This is an optimization exercise on Yosys and OpenROAD, whose aim is small area, a short achievable clock period and few clock cycles, not a production implementation. Function was checked by simulation only, so behaviour that the tests miss may differ from the original.

Setup of lane 5:
==> flow/design.v <==
`timescale 1ns/1ns
package riscv_pkg;
    localparam logic [31:0] reset_sp = 32'h0000_1000;   
    function automatic logic [32:0] add32(input logic [31:0] a, input logic [31:0] b,
                                          input logic cin);
        logic [31:0] g;
        logic [31:0] p;
        logic [31:0] gg;
        logic [31:0] pp;
        g     = a & b;
        p     = a ^ b;
        gg    = g;
        pp    = p;
        gg[0] = g[0] | (p[0] & cin);
        for (int l = 0; l < 5; l++)
            for (int i = 0; i < 32; i++)
                if (((i >> l) & 1) == 1)
                begin
                    gg[i] = gg[i] | (pp[i] & gg[((i >> l) << l) - 1]);
                    pp[i] = pp[i] & pp[((i >> l) << l) - 1];
                end
        add32 = {gg[31], p ^ {gg[30:0], cin}};
    endfunction
endpackage
`timescale 1ns/1ns
module riscv_core
(
    input  logic        CLK,
    input  logic        rst,
    input  logic        hlt,      
    input  logic [31:0] idata,
    input  logic [31:0] datai,
    output logic [31:0] iaddr,
    output logic [31:0] datao,
    output logic [31:0] daddr,
    output logic [3:0]  be,
    output logic        wr,
    output logic        rd,
    output logic        idle
);
    logic [31:2] pc_f;               
    logic        v_d;
    logic [31:0] ir;
    logic [31:2] pc_d;
    logic [31:1] rvalid;             
    logic        v_x;
    logic        x_load;
    logic        x_store;
    logic        x_br;
    logic        x_pred;             
    logic        x_jalr;             
    logic        x_neg;              
    logic        x_sra;              
    logic        x_alt;              
    logic        x_we;               
    logic [4:0]  x_rd;
    logic [2:0]  x_f3;               
    logic [2:0]  x_op;               
    logic [31:0] op1;
    logic [31:0] op2;                
    logic [31:0] x_sd;               
    logic [31:2] alt;                
    logic        v_m;
    logic        m_load;
    logic        m_store;
    logic        m_we;
    logic [4:0]  m_rd;
    logic [2:0]  m_f3;
    logic [31:0] m_val;              
    logic [31:0] m_sd;               
    logic [3:0]  m_be;
    logic        m_rdo;              
    logic        m_wro;              
    logic [31:0] rf [1:31];
    logic [31:0] ld;
    logic [31:0] wb;
    logic [7:0]  lbyte;
    logic [15:0] lhalf;
    logic        m_wen;
    assign lbyte = datai[{m_val[1:0], 3'b000} +: 8];
    assign lhalf = m_val[1] ? datai[31:16] : datai[15:0];
    always_comb
    begin
        case (m_f3[1:0])
            2'd0:    ld = {{24{!m_f3[2] & lbyte[7]}}, lbyte};
            2'd1:    ld = {{16{!m_f3[2] & lhalf[15]}}, lhalf};
            default: ld = datai;
        endcase
    end
    assign wb    = m_load ? ld : m_val;
    assign m_wen = v_m & m_we;
    assign be    = m_be;
    assign daddr = m_val;
    assign datao = m_sd;
    assign rd    = m_rdo;
    assign wr    = m_wro;
    assign idle  = !v_m;
    assign iaddr = {pc_f, 2'b00};
    logic [32:0] sum;
    logic [31:0] xr;
    logic        eq;
    logic        ltu;
    logic        lts;
    logic        cond;
    logic        mis;                
    logic [31:2] fix;                
    logic [4:0]  shamt;
    logic        sleft;
    logic [31:0] sin;
    logic [31:0] sout;
    logic [31:0] shr;
    logic [31:0] alu;
    logic [31:0] x_res;
    logic        x_wen;
    assign sum  = riscv_pkg::add32(op1, op2, x_neg);
    assign xr   = op1 ^ op2;
    assign eq   = &xr;               
    assign ltu  = !sum[32];
    assign lts  = (op1[31] == op2[31]) ? op1[31] : sum[31];
    always_comb
    begin
        case (x_f3[2:1])
            2'b00:   cond = eq;
            2'b10:   cond = lts;
            2'b11:   cond = ltu;
            default: cond = 1'b0;
        endcase
        cond = cond ^ x_f3[0];
    end
    assign mis = v_x & ((x_br & (cond ^ x_pred)) | x_jalr);
    assign fix = x_jalr ? sum[31:2] : alt;
    assign shamt = op2[4:0];
    assign sleft = !x_op[2];
    always_comb
        for (int i = 0; i < 32; i++)
            sin[i] = sleft ? op1[31-i] : op1[i];
    assign shr = $signed({x_sra & op1[31], sin}) >>> shamt;
    always_comb
        for (int i = 0; i < 32; i++)
            sout[i] = sleft ? shr[31-i] : shr[i];
    always_comb
    begin
        case (x_op)
            3'd0:    alu = sum[31:0];
            3'd1:    alu = sout;
            3'd2:    alu = {31'd0, lts};
            3'd3:    alu = {31'd0, ltu};
            3'd4:    alu = xr;
            3'd5:    alu = sout;
            3'd6:    alu = op1 | op2;
            default: alu = op1 & op2;
        endcase
    end
    assign x_res = x_alt ? {alt, 2'b00} : alu;
    assign x_wen = v_x & x_we;
    logic        f_x0;               
    logic        f_back;             
    logic [10:0] f_lo;               
    logic [31:12] hi_m1;
    logic [31:2] nf;
    assign f_x0   = (idata[6:2] == 5'b11001) & (idata[19:15] == 5'd0);
    assign f_back = (idata[6:2] == 5'b11000) & idata[31];
    assign f_lo  = {1'b0, pc_f[11:2]} + {1'b0, idata[7], idata[30:25], idata[11:9]};
    assign hi_m1 = pc_f[31:12] - 20'd1;
    assign nf    = f_back ? {f_lo[10] ? pc_f[31:12] : hi_m1, f_lo[9:0]} :
                   f_x0   ? {{21{idata[31]}}, idata[30:22]} : pc_f + 30'd1;
    logic [4:0]  opc;
    logic [4:0]  rs1;
    logic [4:0]  rs2;
    logic [4:0]  rdi;
    logic [2:0]  f3;
    logic        d_lui;
    logic        d_auipc;
    logic        d_jal;
    logic        d_jalr;
    logic        d_br;
    logic        d_load;
    logic        d_store;
    logic        d_opi;
    logic        d_op;
    logic        d_neg;
    logic        d_x0;               
    logic        d_pred;             
    logic        use1;
    logic        use2;
    logic        stall;              
    logic [31:0] immi;
    logic [31:0] imms;
    logic [31:2] off;
    logic [31:2] inc;                
    logic [31:2] tsum;
    logic [31:2] d_alt;
    logic [31:0] a1;                 
    logic [31:0] a2;
    logic [31:0] r1;
    logic [31:0] r2;
    assign opc = ir[6:2];
    assign rdi = ir[11:7];
    assign f3  = ir[14:12];
    assign rs1 = ir[19:15];
    assign rs2 = ir[24:20];
    assign d_lui   = (opc == 5'b01101);
    assign d_auipc = (opc == 5'b00101);
    assign d_jal   = (opc == 5'b11011);
    assign d_jalr  = (opc == 5'b11001);
    assign d_br    = (opc == 5'b11000);
    assign d_load  = (opc == 5'b00000);
    assign d_store = (opc == 5'b01000);
    assign d_opi   = (opc == 5'b00100);
    assign d_op    = (opc == 5'b01100);
    assign d_neg = d_br | ((d_op | d_opi) & (f3 == 3'd2 || f3 == 3'd3)) |
                   (d_op & f3 == 3'd0 & ir[30]);
    assign d_x0   = d_jalr & (rs1 == 5'd0);
    assign d_pred = d_jal | d_x0 | (d_br & ir[31]);       
    assign immi = {{21{ir[31]}}, ir[30:20]};
    assign imms = {{21{ir[31]}}, ir[30:25], ir[11:7]};
    always_comb
    begin
        if (d_br)
            off = {{20{ir[31]}}, ir[7], ir[30:25], ir[11:9]};
        else if (d_jal)
            off = {{12{ir[31]}}, ir[19:12], ir[20], ir[30:22]};
        else
            off = ir[31:12] << 10;
    end
    assign inc   = pc_d + 30'd1;
    assign tsum  = 30'(riscv_pkg::add32({pc_d, 2'b00}, {off, 2'b00}, 1'b0) >> 2);
    assign d_alt = d_lui ? (ir[31:12] << 10) :
                   (d_auipc | (d_br & !ir[31])) ? tsum : inc;
    always_comb
    begin
        a1 = '0;
        a2 = '0;
        for (int i = 1; i < 32; i++)
        begin
            if (rs1 == 5'(i) && rvalid[i])
                a1 = a1 | rf[i];
            if (rs2 == 5'(i) && rvalid[i])
                a2 = a2 | rf[i];
        end
        if (rs1 == 5'd2 && !rvalid[2])
            a1 = riscv_pkg::reset_sp;
        if (rs2 == 5'd2 && !rvalid[2])
            a2 = riscv_pkg::reset_sp;
    end
    assign r1 = (x_wen && x_rd == rs1) ? x_res : (m_wen && m_rd == rs1) ? wb : a1;
    assign r2 = (x_wen && x_rd == rs2) ? x_res : (m_wen && m_rd == rs2) ? wb : a2;
    assign use1  = d_jalr | d_br | d_load | d_store | d_opi | d_op;
    assign use2  = d_br | d_store | d_op;
    assign stall = x_wen & x_load & ((use1 & x_rd == rs1) | (use2 & x_rd == rs2));
    always_ff @(posedge CLK)
    begin
        if (rst)
        begin
            v_d    <= 1'b0;
            v_x    <= 1'b0;
            v_m    <= 1'b0;
            m_rdo  <= 1'b0;
            m_wro  <= 1'b0;
            pc_f   <= '0;
            rvalid <= '0;
        end
        else if (!hlt)
        begin
            v_m   <= v_x;
            m_rdo <= v_x & x_load;
            m_wro <= v_x & x_store;
            if (mis)
            begin
                pc_f <= fix;                      
                v_d  <= 1'b0;
                v_x  <= 1'b0;
            end
            else if (stall)
                v_x  <= 1'b0;                     
            else if (v_d & d_jal)
            begin
                pc_f <= tsum;                     
                v_d  <= 1'b0;
                v_x  <= 1'b1;
            end
            else
            begin
                pc_f <= nf;
                v_d  <= 1'b1;
                v_x  <= v_d;
            end
            if (m_wen)
                rvalid[m_rd] <= 1'b1;
        end
    end
    always_ff @(posedge CLK)
    begin
        if (!hlt && !stall)
        begin
            ir   <= idata;
            pc_d <= pc_f;
        end
    end
    always_ff @(posedge CLK)
    begin
        if (!hlt)
        begin
            m_load  <= x_load;
            m_store <= x_store;
            m_we    <= x_we;
            m_rd    <= x_rd;
            m_f3    <= x_f3;
            m_val   <= x_res;
            case (x_f3[1:0])
                2'd0:    m_be <= 4'b0001 << x_res[1:0];
                2'd1:    m_be <= x_res[1] ? 4'b1100 : 4'b0011;
                default: m_be <= 4'b1111;
            endcase
            case (x_f3[1:0])
                2'd0:    m_sd <= {4{x_sd[7:0]}};
                2'd1:    m_sd <= {2{x_sd[15:0]}};
                default: m_sd <= x_sd;
            endcase
        end
    end
    always_ff @(posedge CLK)
    begin
        if (!hlt)
        begin
            x_load  <= d_load;
            x_store <= d_store;
            x_br    <= d_br;
            x_pred  <= ir[31];
            x_jalr  <= d_jalr & !d_x0;
            x_neg   <= d_neg;
            x_sra   <= ir[30];
            x_alt   <= d_lui | d_auipc | d_jal | d_jalr;
            x_we    <= (d_lui | d_auipc | d_jal | d_jalr | d_load | d_opi | d_op) & (rdi != 5'd0);
            x_rd    <= rdi;
            x_f3    <= f3;
            x_op    <= (d_opi | d_op) ? f3 : 3'd0;
            alt     <= d_alt;
            op1     <= r1;
            op2     <= ((d_opi | d_load | d_jalr) ? immi : d_store ? imms : r2) ^ {32{d_neg}};
            x_sd    <= r2;
        end
    end
    always_ff @(posedge CLK)
    begin
        if (!hlt && m_wen)
            rf[m_rd] <= wb;
    end
endmodule
clock: 10.0 ns
lec_check: 0
cap_margin: 40
core_margin: 2
core_utilization: 40
cts_cluster_diameter: 100
cts_cluster_size: 24
slew_margin: 20
standard.sh (not shown) runs the stock make flow with config.mk's settings and CLKGATE_MAP_FILE= SYNTH_SCRIPT=/design/flow/synth_recipe.tcl, a recipe that flattens the netlist after the stock synthesis.
==> flow/flow/run.sh <==
#!/bin/bash
# Standard ORFS layout (the standard.sh), with two changes to how it is made:
# the port buffers are buf_4 instead of the smallest buffer, and timing repair aims
# for 6 ns of setup slack at the design's 10 ns clock.
set -euo pipefail
bash standard.sh SETUP_SLACK_MARGIN=6 'BUFFER_PORTS_ARGS=-buffer_cell sky130_fd_sc_hd__buf_4' finish > make_finish.log 2>&1
Testbench counts of lane 5, summed over its fixed seeds: cycles 23,754.
> inputs changed (lane 5 -> lane 4)
--- a/flow/design.v
+++ b/flow/design.v
@@ -109,10 +109,11 @@
     logic [31:0] sin;
     logic [31:0] sout;
     logic [31:0] shr;
     logic [31:0] alu;
     logic [31:0] x_res;
+    logic        x_zero;
     logic        x_wen;
     assign sum  = riscv_pkg::add32(op1, op2, x_neg);
     assign xr   = op1 ^ op2;
     assign eq   = &xr;               
     assign ltu  = !sum[32];
@@ -150,10 +151,11 @@
             3'd6:    alu = op1 | op2;
             default: alu = op1 & op2;
         endcase
     end
     assign x_res = x_alt ? {alt, 2'b00} : alu;
+    assign x_zero = &((op1 ^ op2) ~^ {op1[30:0] | op2[30:0], x_neg});
     assign x_wen = v_x & x_we;
     logic        f_x0;               
     logic        f_back;             
     logic [10:0] f_lo;               
     logic [31:12] hi_m1;
@@ -190,10 +192,14 @@
     logic [31:2] inc;                
     logic [31:2] tsum;
     logic [31:2] d_alt;
     logic [31:0] a1;                 
     logic [31:0] a2;
+    logic        d_eqbr;
+    logic        d_tk;
+    logic        d_fix;              
+    logic [31:2] d_tgt;
     logic [31:0] r1;
     logic [31:0] r2;
     assign opc = ir[6:2];
     assign rdi = ir[11:7];
     assign f3  = ir[14:12];
@@ -214,16 +220,16 @@
     assign d_pred = d_jal | d_x0 | (d_br & ir[31]);       
     assign immi = {{21{ir[31]}}, ir[30:20]};
     assign imms = {{21{ir[31]}}, ir[30:25], ir[11:7]};
     always_comb
     begin
-        if (d_br)
-            off = {{20{ir[31]}}, ir[7], ir[30:25], ir[11:9]};
-        else if (d_jal)
-            off = {{12{ir[31]}}, ir[19:12], ir[20], ir[30:22]};
+        if (ir[3])
+            off = {{12{ir[31]}}, ir[19:12], ir[20], ir[30:22]};      
+        else if (ir[6])
+            off = {{20{ir[31]}}, ir[7], ir[30:25], ir[11:9]};        
         else
-            off = ir[31:12] << 10;
+            off = ir[31:12] << 10;                                   
     end
     assign inc   = pc_d + 30'd1;
     assign tsum  = 30'(riscv_pkg::add32({pc_d, 2'b00}, {off, 2'b00}, 1'b0) >> 2);
     assign d_alt = d_lui ? (ir[31:12] << 10) :
                    (d_auipc | (d_br & !ir[31])) ? tsum : inc;
@@ -246,10 +252,15 @@
     assign r1 = (x_wen && x_rd == rs1) ? x_res : (m_wen && m_rd == rs1) ? wb : a1;
     assign r2 = (x_wen && x_rd == rs2) ? x_res : (m_wen && m_rd == rs2) ? wb : a2;
     assign use1  = d_jalr | d_br | d_load | d_store | d_opi | d_op;
     assign use2  = d_br | d_store | d_op;
     assign stall = x_wen & x_load & ((use1 & x_rd == rs1) | (use2 & x_rd == rs2));
+    assign d_eqbr = d_br & (f3[2:1] == 2'b00) & (rs2 == 5'd0) & x_wen & (x_rd == rs1) &
+                    (x_op == 3'd0) & !x_alt & !x_load;
+    assign d_tk   = x_zero ^ f3[0];
+    assign d_fix  = v_d & ((d_eqbr & (d_tk ^ ir[31])) | d_jal);
+    assign d_tgt  = (d_jal | d_tk) ? tsum : inc;
     always_ff @(posedge CLK)
     begin
         if (rst)
         begin
             v_d    <= 1'b0;
@@ -271,24 +282,25 @@
                 v_d  <= 1'b0;
                 v_x  <= 1'b0;
             end
             else if (stall)
                 v_x  <= 1'b0;                     
-            else if (v_d & d_jal)
+            else if (d_fix)
             begin
-                pc_f <= tsum;                     
+                pc_f <= d_tgt;                    
                 v_d  <= 1'b0;
                 v_x  <= 1'b1;
             end
             else
             begin
                 pc_f <= nf;
                 v_d  <= 1'b1;
                 v_x  <= v_d;
             end
-            if (m_wen)
-                rvalid[m_rd] <= 1'b1;
+            for (int i = 1; i < 32; i++)
+                if (m_wen && m_rd == 5'(i))
+                    rvalid[i] <= 1'b1;
         end
     end
     always_ff @(posedge CLK)
     begin
         if (!hlt && !stall)
@@ -324,11 +336,11 @@
         if (!hlt)
         begin
             x_load  <= d_load;
             x_store <= d_store;
             x_br    <= d_br;
-            x_pred  <= ir[31];
+            x_pred  <= d_eqbr ? d_tk : ir[31];
             x_jalr  <= d_jalr & !d_x0;
             x_neg   <= d_neg;
             x_sra   <= ir[30];
             x_alt   <= d_lui | d_auipc | d_jal | d_jalr;
             x_we    <= (d_lui | d_auipc | d_jal | d_jalr | d_load | d_opi | d_op) & (rdi != 5'd0);
--- outcome ---
- Lane 4 vs. lane 5: cell count along the critical path dropped 2, largest fanout on the critical path climbed 11, initial antenna violation count climbed 2, via count dropped 278.
- Compared lane 5 against lane 4; synthesized cell count within noise.
Testbench counts of lane 4, summed over its fixed seeds: cycles 23,295.

[static timing again, ports no longer ideal]
Ports are ideal in the flow. The routed layouts listed here were re-timed in OpenROAD. Step 1 assumes that a clkbuf_16 drives the clock port and a buf_2 every other input. Step 2 moves the port delays by t, midway between the first and last clock arrival at a register: inputs arrive t later, outputs are due t later. That takes back most of the time a late clock gives input paths. a / b / c = ideal / step 1 / step 2; a / b = the first two.
run	t (ns)	setup slack, ns	worst register clock-pin slew, ns
lane 5	0.806	5.856 / 5.856 / 5.223	0.11 / 0.11
lane 4	0.828	5.831 / 5.831 / 5.124	0.12 / 0.12
After both steps every run listed still meets setup and hold. The setup slack of lane 4, which loses most, moves by 0.000 ns with the drivers and by -0.707 ns with both steps.
